Source: an optimization exercise on an open RTL-to-GDS flow (aim: small area, a short achievable clock period and few clock cycles per item). Production flows keep margins and buffers that such runs may drop. In this exercise RTL edits were held to simulation tests only and were not proved equivalent to the original.

**flow/run.sh**
```bash
#!/bin/bash
# synth_recipe.tcl (not shown) runs the flow's synth.tcl, then flattens the netlist and writes it again
# the make line also repeats each setting of config.mk as NAME=value (left out here)
make -C /OpenROAD-flow-scripts/flow DESIGN_CONFIG=/design/flow/config.mk WORK_HOME=/design/flow/orfs CLKGATE_MAP_FILE= SYNTH_SCRIPT=/design/flow/synth_recipe.tcl finish
```
**flow/config.mk**
```make
export PLATFORM = sky130hd
export DESIGN_NAME = integer_calculator_alu
export DESIGN_NICKNAME = integer_calculator_alu
export VERILOG_FILES = /design/flow/design.v
export SDC_FILE = /design/flow/constraint.sdc
export NUM_CORES = 4
export LEC_CHECK = 0
export CAP_MARGIN = 20
export CORE_MARGIN = 2
export CORE_UTILIZATION = 40
export SLEW_MARGIN = 20
```
**flow/constraint.sdc**
```tcl
create_clock -name core_clock -period 8.0 [get_ports {clk_i}]
set_input_delay 1.6000 -clock core_clock [delete_from_list [all_inputs] [get_ports {clk_i}]]
set_output_delay 1.6000 -clock core_clock [all_outputs]
set_load 0.01 [all_outputs]
```
**flow/design.v**
```verilog
package ica_pkg;
  localparam logic [3:0] OP_ADD  = 4'd0;
  localparam logic [3:0] OP_SUB  = 4'd1;
  localparam logic [3:0] OP_MUL  = 4'd2;
  localparam logic [3:0] OP_DIV  = 4'd3;
  localparam logic [3:0] OP_MOD  = 4'd4;
  localparam logic [3:0] OP_POW  = 4'd5;
  localparam logic [3:0] OP_FACT = 4'd6;
  localparam logic [3:0] OP_GCD  = 4'd7;
  localparam logic [3:0] OP_LCM  = 4'd8;
  localparam logic [2:0] ST_OK       = 3'd0;
  localparam logic [2:0] ST_UNKNOWN  = 3'd1;
  localparam logic [2:0] ST_DIVZERO  = 3'd2;
  localparam logic [2:0] ST_DOMAIN   = 3'd3;
  localparam logic [2:0] ST_OVERFLOW = 3'd4;
endpackage
import ica_pkg::*;
module integer_calculator_alu #(
  parameter int DATA_WIDTH = 32
) (
  input  logic        clk_i,
  input  logic        rst_ni,
  input  logic        in_valid_i,
  output logic        in_ready_o,
  input  logic [3:0]  req_type_i,
  input  logic [31:0] operand_a_i,
  input  logic [31:0] operand_b_i,
  output logic        out_valid_o,
  input  logic        out_ready_i,
  output logic [31:0] result_value_o,
  output logic [2:0]  status_o
);
  localparam logic [3:0] S_IDLE  = 4'd0;
  localparam logic [3:0] S_SETUP = 4'd1;
  localparam logic [3:0] S_MUL   = 4'd2;
  localparam logic [3:0] S_NORM  = 4'd3;
  localparam logic [3:0] S_DIV   = 4'd4;
  localparam logic [3:0] S_GINIT = 4'd5;
  localparam logic [3:0] S_GCD   = 4'd6;
  localparam logic [3:0] S_POWST = 4'd7;
  localparam logic [3:0] S_PMUL  = 4'd8;
  localparam logic [3:0] S_PSQ   = 4'd9;
  localparam logic [3:0] S_LCHK  = 4'd10;
  localparam logic [3:0] S_LMUL  = 4'd11;
  localparam logic [3:0] S_FIN   = 4'd12;
  function automatic logic [5:0] clz32(input logic [31:0] x);
    logic [31:0] v;
    logic [5:0]  n;
    v = x;
    n = 6'd0;
    if (v == 32'd0) begin
      n = 6'd32;
    end else begin
      if (v[31:16] == 16'd0) begin n = n + 6'd16; v = v << 16; end
      if (v[31:24] == 8'd0)  begin n = n + 6'd8;  v = v << 8;  end
      if (v[31:28] == 4'd0)  begin n = n + 6'd4;  v = v << 4;  end
      if (v[31:30] == 2'd0)  begin n = n + 6'd2;  v = v << 2;  end
      if (v[31] == 1'b0)     begin n = n + 6'd1;               end
    end
    clz32 = n;
  endfunction
  function automatic logic [4:0] ctz32(input logic [31:0] x);
    logic [31:0] v;
    logic [4:0]  n;
    v = x;
    n = 5'd0;
    if (v[15:0] == 16'd0) begin n = n + 5'd16; v = v >> 16; end
    if (v[7:0] == 8'd0)   begin n = n + 5'd8;  v = v >> 8;  end
    if (v[3:0] == 4'd0)   begin n = n + 5'd4;  v = v >> 4;  end
    if (v[1:0] == 2'd0)   begin n = n + 5'd2;  v = v >> 2;  end
    if (v[0] == 1'b0)     begin n = n + 5'd1;               end
    ctz32 = n;
  endfunction
  function automatic logic [31:0] fact_rom(input logic [5:0] n);
    logic [31:0] f;
    unique case (n)
      6'd0: f = 32'h00000001;
      6'd1: f = 32'h00000001;
      6'd2: f = 32'h00000002;
      6'd3: f = 32'h00000006;
      6'd4: f = 32'h00000018;
      6'd5: f = 32'h00000078;
      6'd6: f = 32'h000002d0;
      6'd7: f = 32'h000013b0;
      6'd8: f = 32'h00009d80;
      6'd9: f = 32'h00058980;
      6'd10: f = 32'h00375f00;
      6'd11: f = 32'h02611500;
      6'd12: f = 32'h1c8cfc00;
      6'd13: f = 32'h7328cc00;
      6'd14: f = 32'h4c3b2800;
      6'd15: f = 32'h77775800;
      6'd16: f = 32'h77758000;
      6'd17: f = 32'heecd8000;
      6'd18: f = 32'hca730000;
      6'd19: f = 32'h06890000;
      6'd20: f = 32'h82b40000;
      6'd21: f = 32'hb8c40000;
      6'd22: f = 32'he0d80000;
      6'd23: f = 32'h33680000;
      6'd24: f = 32'hd1c00000;
      6'd25: f = 32'h7bc00000;
      6'd26: f = 32'h91800000;
      6'd27: f = 32'h58800000;
      6'd28: f = 32'hae000000;
      6'd29: f = 32'hb6000000;
      6'd30: f = 32'h54000000;
      6'd31: f = 32'h2c000000;
      6'd32: f = 32'h80000000;
      6'd33: f = 32'h80000000;
      default: f = 32'h00000000;
    endcase
    fact_rom = f;
  endfunction
  logic [3:0]  state_q, state_d;
  logic [3:0]  op_q, op_d;
  logic [31:0] a_q, a_d, b_q, b_d, c_q, c_d, p_q, p_d;
  logic [4:0]  cnt_q, cnt_d;
  logic        neg_q, neg_d;
  logic [31:0] res_q, res_d;
  logic [2:0]  st_q, st_d;
  logic        ov_q;
  logic        fin;        
  logic        stall;
  assign in_ready_o     = (state_q == S_IDLE);
  assign out_valid_o    = ov_q;
  assign result_value_o = res_q;
  assign status_o       = st_q;
  assign stall          = ov_q && !out_ready_i;
  logic [31:0] abs_a, abs_b;
  assign abs_a = a_q[31] ? (~a_q + 32'd1) : a_q;
  assign abs_b = b_q[31] ? (~b_q + 32'd1) : b_q;
  logic [32:0] s1;
  logic        ge1;
  logic [31:0] a1, d_ba;
  assign s1   = {1'b0, a_q} - {1'b0, b_q};
  assign ge1  = !s1[32];
  assign a1   = ge1 ? s1[31:0] : a_q;
  assign d_ba = b_q - a_q;
  logic [32:0] s2;
  logic        ge2;
  logic [31:0] a2;
  assign s2  = {1'b0, a1} - {2'b0, b_q[31:1]};
  assign ge2 = !s2[32];
  assign a2  = ge2 ? s2[31:0] : a1;
  logic [5:0] clz_a, clz_b;
  logic [5:0] sh_div;
  assign clz_a  = clz32(a_q);
  assign clz_b  = clz32(b_q);
  assign sh_div = clz_b - clz_a;
  logic [31:0] lsh_in, lsh_out;
  logic [4:0]  lsh_amt;
  assign lsh_in  = (state_q == S_GCD) ? a_q : b_q;
  assign lsh_amt = (state_q == S_GCD) ? cnt_q : sh_div[4:0];
  assign lsh_out = lsh_in << lsh_amt;
  logic [31:0] rsh_in, rsh_out, ctz_in;
  logic [4:0]  rsh_amt;
  always_comb begin
    unique case (state_q)
      S_SETUP: begin rsh_in = a_q;                   ctz_in = a_q;        end
      S_GINIT: begin rsh_in = b_q;                   ctz_in = b_q;        end
      default: begin rsh_in = ge1 ? s1[31:0] : d_ba; ctz_in = a_q ^ b_q;  end
    endcase
  end
  assign rsh_amt = ctz32(ctz_in);
  assign rsh_out = rsh_in >> rsh_amt;
  logic [31:0] m_src, a_sh, prod;
  logic [7:0]  m_dig;
  logic [3:0]  m_nz;
  logic [1:0]  dig;
  logic [1:0]  dig_nxt;
  logic        m_last;
  always_comb begin
    unique case (state_q)
      S_PMUL:  m_src = c_q;
      S_PSQ:   m_src = a_q;
      default: m_src = b_q;
    endcase
  end
  assign dig = cnt_q[1:0];
  always_comb begin
    unique case (dig)
      2'd0: begin m_dig = {m_src[7:1], 1'b0}; a_sh = a_q;         end
      2'd1: begin m_dig = m_src[15:8];        a_sh = a_q << 8;    end
      2'd2: begin m_dig = m_src[23:16];       a_sh = a_q << 16;   end
      default: begin m_dig = m_src[31:24];    a_sh = a_q << 24;   end
    endcase
  end
  assign m_nz = {|m_src[31:24], |m_src[23:16], |m_src[15:8], |m_src[7:1]};
  always_comb begin
    m_last  = 1'b1;
    dig_nxt = 2'd3;
    unique case (dig)
      2'd0: begin
        if (m_nz[1])      begin m_last = 1'b0; dig_nxt = 2'd1; end
        else if (m_nz[2]) begin m_last = 1'b0; dig_nxt = 2'd2; end
        else if (m_nz[3]) begin m_last = 1'b0; dig_nxt = 2'd3; end
      end
      2'd1: begin
        if (m_nz[2])      begin m_last = 1'b0; dig_nxt = 2'd2; end
        else if (m_nz[3]) begin m_last = 1'b0; dig_nxt = 2'd3; end
      end
      2'd2: begin
        if (m_nz[3])      begin m_last = 1'b0; dig_nxt = 2'd3; end
      end
      default: ;
    endcase
  end
  assign prod = p_q + a_sh * {24'd0, m_dig};
  logic [31:0] fin_v, fin_neg;
  always_comb begin
    unique case (op_q)
      OP_MUL:  fin_v = p_q;
      OP_MOD:  fin_v = a_q;
      default: fin_v = c_q;
    endcase
  end
  assign fin_neg = neg_q ? (~fin_v + 32'd1) : fin_v;
  logic [6:0] len_sum;
  assign len_sum = 7'd64 - {1'b0, clz_a} - {1'b0, clz_b};
  logic [31:0] q, r;
  logic        last;
  always_comb begin
    q       = 32'd0;
    r       = 32'd0;
    last    = 1'b0;
    state_d = state_q;
    op_d    = op_q;
    a_d     = a_q;
    b_d     = b_q;
    c_d     = c_q;
    p_d     = p_q;
    cnt_d   = cnt_q;
    neg_d   = neg_q;
    fin     = 1'b0;
    res_d   = 32'd0;
    st_d    = ST_OK;
    unique case (state_q)
      S_IDLE: begin
        if (in_valid_i) begin
          a_d     = operand_a_i;
          b_d     = operand_b_i;
          op_d    = req_type_i;
          state_d = S_SETUP;
        end
      end
      S_SETUP: begin
        unique case (op_q)
          OP_ADD: begin fin = 1'b1; res_d = a_q + b_q; end
          OP_SUB: begin fin = 1'b1; res_d = a_q - b_q; end
          OP_MUL: begin
            a_d     = abs_a;
            b_d     = abs_b;
            p_d     = b_q[0] ? abs_a : 32'd0;
            cnt_d   = 5'd0;
            neg_d   = a_q[31] ^ b_q[31];
            state_d = S_MUL;
          end
          OP_DIV, OP_MOD: begin
            if (b_q == 32'd0) begin
              fin  = 1'b1;
              st_d = ST_DIVZERO;
            end else if (op_q == OP_DIV && a_q == 32'h8000_0000 && b_q == 32'hffff_ffff) begin
              fin  = 1'b1;
              st_d = ST_OVERFLOW;
            end else begin
              a_d     = abs_a;
              b_d     = abs_b;
              neg_d   = (op_q == OP_DIV) ? (a_q[31] ^ b_q[31]) : a_q[31];
              state_d = S_NORM;
            end
          end
          OP_POW: begin
            if (b_q[31]) begin
              fin  = 1'b1;
              st_d = ST_DOMAIN;
            end else if (!a_q[0] && b_q[30:5] != 26'd0) begin
              fin = 1'b1;
            end else begin
              a_d     = abs_a;
              c_d     = 32'd1;
              neg_d   = a_q[31] & b_q[0];
              state_d = S_POWST;
            end
          end
          OP_FACT: begin
            fin = 1'b1;
            if (a_q[31]) st_d = ST_DOMAIN;
            else if (a_q[30:6] == 25'd0 && a_q[5:0] < 6'd34) res_d = fact_rom(a_q[5:0]);
          end
          OP_GCD, OP_LCM: begin
            if (a_q[31] || b_q[31] || a_q == 32'd0 || b_q == 32'd0) begin
              fin  = 1'b1;
              st_d = ST_DOMAIN;
            end else begin
              a_d     = rsh_out;
              cnt_d   = ctz32(a_q | b_q);
              c_d     = ge1 ? b_q : a_q;    
              p_d     = ge1 ? a_q : b_q;    
              state_d = S_GINIT;
            end
          end
          default: begin fin = 1'b1; st_d = ST_UNKNOWN; end
        endcase
      end
      S_MUL: begin
        if (m_last) begin
          if (neg_q) begin
            p_d     = prod;
            state_d = S_FIN;
          end else begin
            fin   = 1'b1;
            res_d = prod;
          end
        end else begin
          p_d   = prod;
          cnt_d = {3'd0, dig_nxt};
        end
      end
      S_NORM: begin
        c_d = 32'd0;
        if (clz_b < clz_a) begin
          state_d = S_FIN;
        end else begin
          b_d     = lsh_out;
          cnt_d   = sh_div[4:0];
          state_d = S_DIV;
        end
      end
      S_DIV: begin
        last = (cnt_q == 5'd0) || (cnt_q == 5'd1);
        if (cnt_q == 5'd0) begin
          q = {c_q[30:0], ge1};
          r = a1;
        end else begin
          q = {c_q[29:0], ge1, ge2};
          r = a2;
        end
        a_d   = r;
        c_d   = q;
        b_d   = b_q >> 2;
        cnt_d = cnt_q - 5'd2;
        if (last) begin
          if (op_q == OP_LCM) begin
            a_d     = p_q;    
            b_d     = q;      
            state_d = S_LCHK;
          end else if (neg_q) begin
            state_d = S_FIN;
          end else begin
            fin   = 1'b1;
            res_d = (op_q == OP_MOD) ? r : q;
          end
        end
      end
      S_GINIT: begin
        b_d     = rsh_out;
        state_d = S_GCD;
      end
      S_GCD: begin
        if (a_q == b_q) begin
          if (op_q == OP_GCD) begin
            fin   = 1'b1;
            res_d = lsh_out;
          end else begin
            a_d     = c_q;       
            b_d     = lsh_out;   
            state_d = S_NORM;
          end
        end else begin
          a_d = rsh_out;
          b_d = ge1 ? b_q : a_q;
        end
      end
      S_LCHK: begin
        if (len_sum > 7'd32) begin
          fin  = 1'b1;
          st_d = ST_OVERFLOW;
        end else begin
          p_d     = b_q[0] ? a_q : 32'd0;
          cnt_d   = 5'd0;
          state_d = S_LMUL;
        end
      end
      S_LMUL: begin
        if (m_last) begin
          fin = 1'b1;
          if (prod[31]) st_d = ST_OVERFLOW;
          else res_d = prod;
        end else begin
          p_d   = prod;
          cnt_d = {3'd0, dig_nxt};
        end
      end
      S_POWST: begin
        if (b_q == 32'd0) begin
          fin   = 1'b1;
          res_d = 32'd1;
        end else if (b_q[0]) begin
          c_d = a_q;
          b_d = {b_q[31:1], 1'b0};
          if (b_q[31:1] == 31'd0) begin
            state_d = S_FIN;
          end else begin
            p_d     = a_q[0] ? a_q : 32'd0;
            cnt_d   = 5'd0;
            state_d = S_PSQ;
          end
        end else begin
          p_d     = a_q[0] ? a_q : 32'd0;
          cnt_d   = 5'd0;
          state_d = S_PSQ;
        end
      end
      S_PSQ: begin
        if (m_last) begin
          a_d   = prod;
          b_d   = b_q >> 1;
          cnt_d = 5'd0;
          if (b_q[1]) begin
            if (c_q == 32'd1) begin
              c_d = prod;
              b_d = {1'b0, b_q[31:2], 1'b0};
              if (b_q[31:2] == 30'd0) begin
                state_d = S_FIN;
              end else begin
                p_d     = prod[0] ? prod : 32'd0;
                state_d = S_PSQ;
              end
            end else begin
              p_d     = c_q[0] ? prod : 32'd0;
              state_d = S_PMUL;
            end
          end else begin
            p_d     = prod[0] ? prod : 32'd0;
            state_d = S_PSQ;
          end
        end else begin
          p_d   = prod;
          cnt_d = {3'd0, dig_nxt};
        end
      end
      S_PMUL: begin
        if (m_last) begin
          c_d   = prod;
          b_d   = {b_q[31:1], 1'b0};
          cnt_d = 5'd0;
          if (b_q[31:1] == 31'd0) begin
            if (neg_q) begin
              state_d = S_FIN;
            end else begin
              fin   = 1'b1;
              res_d = prod;
            end
          end else begin
            p_d     = a_q[0] ? a_q : 32'd0;
            state_d = S_PSQ;
          end
        end else begin
          p_d   = prod;
          cnt_d = {3'd0, dig_nxt};
        end
      end
      S_FIN: begin
        fin   = 1'b1;
        res_d = fin_neg;
      end
      default: state_d = S_IDLE;
    endcase
    if (fin) state_d = S_IDLE;
  end
  always_ff @(posedge clk_i or negedge rst_ni) begin
    if (!rst_ni) begin
      state_q <= S_IDLE;
      ov_q    <= 1'b0;
    end else begin
      if (!(fin && stall)) state_q <= state_d;
      if (fin && !stall)   ov_q <= 1'b1;
      else if (out_ready_i) ov_q <= 1'b0;
    end
  end
  always_ff @(posedge clk_i) begin
    if (!(fin && stall)) begin
      op_q  <= op_d;
      a_q   <= a_d;
      b_q   <= b_d;
      c_q   <= c_d;
      p_q   <= p_d;
      cnt_q <= cnt_d;
      neg_q <= neg_d;
    end
    if (fin && !stall) begin
      res_q <= res_d;
      st_q  <= st_d;
    end
  end
endmodule
```
==> flow_summary.ini <==
[drt]
num_vias = 57411
ant_nets = 0
drt-pass1-iter-count = 12
via_per_inst = 7.07
drt-total-wl_mm = 317
dr.first_iter.drc_count = 10833
drc = 0
wl_per_cell_um = 39.1

[synthesis]
seq_area_frac_synth_pct = 14.4
synth_top_area_cell = edfxtp_1
netlist_top_cells_area = edfxtp_1 13%, fa_1 9.3%, a21oi_1 7.4%
ys_types = 111
synthFlopType = edfxtp_1
synth_async_sr_flop_share_pct = 2.38
yosys_register_bits = 210
synth_edf_count = 173
synth_area_um2 = 41500
ys_warn_count = 1
netlist_instances = 5802
syn_area_per_cell_um2 = 7.15
synth_top_area_share_pct = 12.5

[timing]
setup_slack_ps = -174
fin_skew_ps = 49.2
hold_viol = 0
max-slew-margin-rel_pct = 4.67
setup_viol = 32
slew_viol_final = 0
hold-worst-slack_ps = 674
fmax_mhz = 122
period_needed_ps = 8170
rsz0062_at_grt = yes
fin_crit_sh_pct = 102
tightest_slew_ps = 1430

[finish]
multi_input_comb_area_um2 = 33900
ff_latch_area_um2 = 5960
post-route-util_pct = 53.2
final_nets = 7171
nFillCells = 9950
syn_to_final_growth_pct = 32.3
drive_above_1_share_pct = 23.6

[placement]
gp_congestion = 1.14
dp_hpwl_mm = 248
port_buffers = 108

[clocking]
clk_path_buf_depth = 3
clk_pin_slew_worst_paths_ps = 60
hold_buffers = 0
cts_buffers = 34
root_buffer = clkbuf_16
cts_tree = done
clk_latency_ps = 660
htreeDepth = 2
cts_sinks = 210

[critical_path]
crit_arrival_ps = 8700
cpMostUsedCell = buf_4
end_kind = flop
worstPathMaxFanout = 18
criticalPathCategory = reg -> reg
cp-start-kind = flop
setup.worst_path.start = a_q[19]
reg2reg_from = a_q[19]
worstPathRequired_ps = 8530
crit_slowest_cell = or4_4
slowest_delay_ps = 540
regToRegSetupSlack_ps = -170

[global_routing]
grt-ovfl-total = 0
grt_pass1_vias = 52395
grt_max_degree = 65
grt_pass1_wl_mm = 425
grt_use_total_pct = 57.0
antenna_found_initial = 31

[run_status]
status = failed layout checks
violations = negative setup slack

[floorplan]
ios = 109
dieArea_um2 = 106000
fp.dieW_um = 326
core_um2 = 103000
initial_core_util_pct = 40.2
die_y_um = 326
num_rows = 118

[min_path]
hold_start = state_q[2]
hp-class = reg -> reg

[run]
maxCapViolCount = 0
==> path summary, 6_finish.rpt <==
kind                         endpoint  cells past startpoint
max                              flop                     37
min                        state_q[2]                      3
max reg2reg                      flop                     37
min reg2reg                state_q[2]                      3
max in group asynchronous  state_q[2]                      1
min in group asynchronous        ov_q                      1
==> cells in the final DEF, fill, tap and decap left out, types with 41 or more instances in the layout <==
cell | synthesis | routed
a211oi_1 | 67 | 60
a21o_1 | 47 | 47
a21oi_1 | 615 | 571
a21oi_2 | 2 | 41
a221oi_1 | 81 | 78
a22oi_1 | 67 | 62
a31oi_1 | 80 | 73
buf_12 | 0 | 46
buf_4 | 5 | 1071
clkdlybuf4s50_1 | 0 | 108
edfxtp_1 | 173 | 173
fa_1 | 192 | 188
ha_1 | 228 | 208
inv_1 | 388 | 375
mux2i_1 | 184 | 182
nand2_1 | 619 | 602
nand2b_1 | 52 | 47
nand3_1 | 110 | 104
nand4_1 | 43 | 43
nor2_1 | 684 | 653
nor3_1 | 129 | 114
nor4_1 | 52 | 46
o211a_1 | 41 | 41
o211ai_1 | 60 | 60
o21a_1 | 48 | 47
o21ai_0 | 401 | 370
o221ai_1 | 113 | 111
o31ai_1 | 46 | 44
xnor2_1 | 162 | 158
==> critical path: cells and delay by family, from the launching register on <==
kind | cells | cell delay (ps)
AO/OA/AOI/OAI | 14 | 2820
AND/OR/NAND/NOR | 8 | 1900
buffers and inverters | 10 | 1780
adder cells (fa/ha/maj) | 4 | 900
flip-flops | 1 | 410
XOR/XNOR | 1 | 180
==> timing repair <==
item                       in CTS  in global routing
setup endpoints to repair     100                100
cloned                          4                  0
pin swaps                      43                139
buffers inserted               35                 57
gates resized for setup       113                249
==> logic make-up after synthesis <==
family                   Yosys count  synth area share, %
AND/OR/NAND/NOR                 1914                 20.6
adder cells (fa/ha/maj)          420                 16.1
XOR/XNOR                         202                 4.26
flip-flops                       210                 14.4
buffers and inverters            849                 7.95
AO/OA/AOI/OAI                   1986                 31.2
multiplexers                     219                 5.47
other                              2               0.0181
==> cells in the mapped netlist, drive strengths merged, types with 82 or more instances <==
| master | count |
|---|---|
| nor2 | 689 |
| nand2 | 619 |
| a21oi | 617 |
| o21ai | 418 |
| inv | 389 |
| clkbuf | 362 |
| ha | 228 |
| fa | 192 |
| mux2i | 187 |
| edfxtp | 173 |
| xnor2 | 162 |
| nor3 | 129 |
| o221ai | 113 |
| nand3 | 111 |
| a221oi | 82 |
==> area by class of cell <==
class,count,area share (%)
clock inverters,16,0.287
well taps,1380,3.14
multi-input cells,4750,61.8
inverters,411,2.83
repair buffers,1272,19.3
diodes,33,0.150
flip-flops and latches,210,10.9
clock buffers,44,1.66
==> layer usage <==
layer | part of all wire [%] | GRT usage (%)
met5 | 0.24 | 3.24
met4 | 11 | 46.3
met3 | 17 | 29.8
met2 | 37 | 74.3
met1 | 35 | 68.3
==> through the flow <==
stage                     worst slack, ps  instance area, µm²  instances  setup TNS, ps
after global routing                 -348               54800       8091         -12210
after floorplan                      19.5               41800       5808              0
after detailed placement             -679               51500       7932         -37970
after CTS                           -64.3               53400       8030           -329
final                                -174               54900       8116          -2330
after global placement               -622               51500       7931         -32800
Testbench counts, summed over its fixed seeds: cycles 19,464, items 2,400.

## re-timing with driven ports
The results above use ideal ports. As a check the final layout listed here was re-extracted and re-timed, cells and wires unchanged. Step 1 assumes that a clkbuf_16 drives the clock port and a buf_2 every other input. Step 2 times the ports against the registers' clock, not the clock port: input delays grow and output delays shrink by t, the midpoint of the rising clock arrivals with the driver on. Three values: no drivers, after step 1, after step 2; two values: the first two.
t (ns): 0.717
setup slack, ns: -0.174 / -0.174 / -0.174
worst setup path at the end: register to register
cell pins on the clock port's net: 1
The setup slack of this run moves by 0.000 ns with the drivers and by 0.000 ns with both steps.
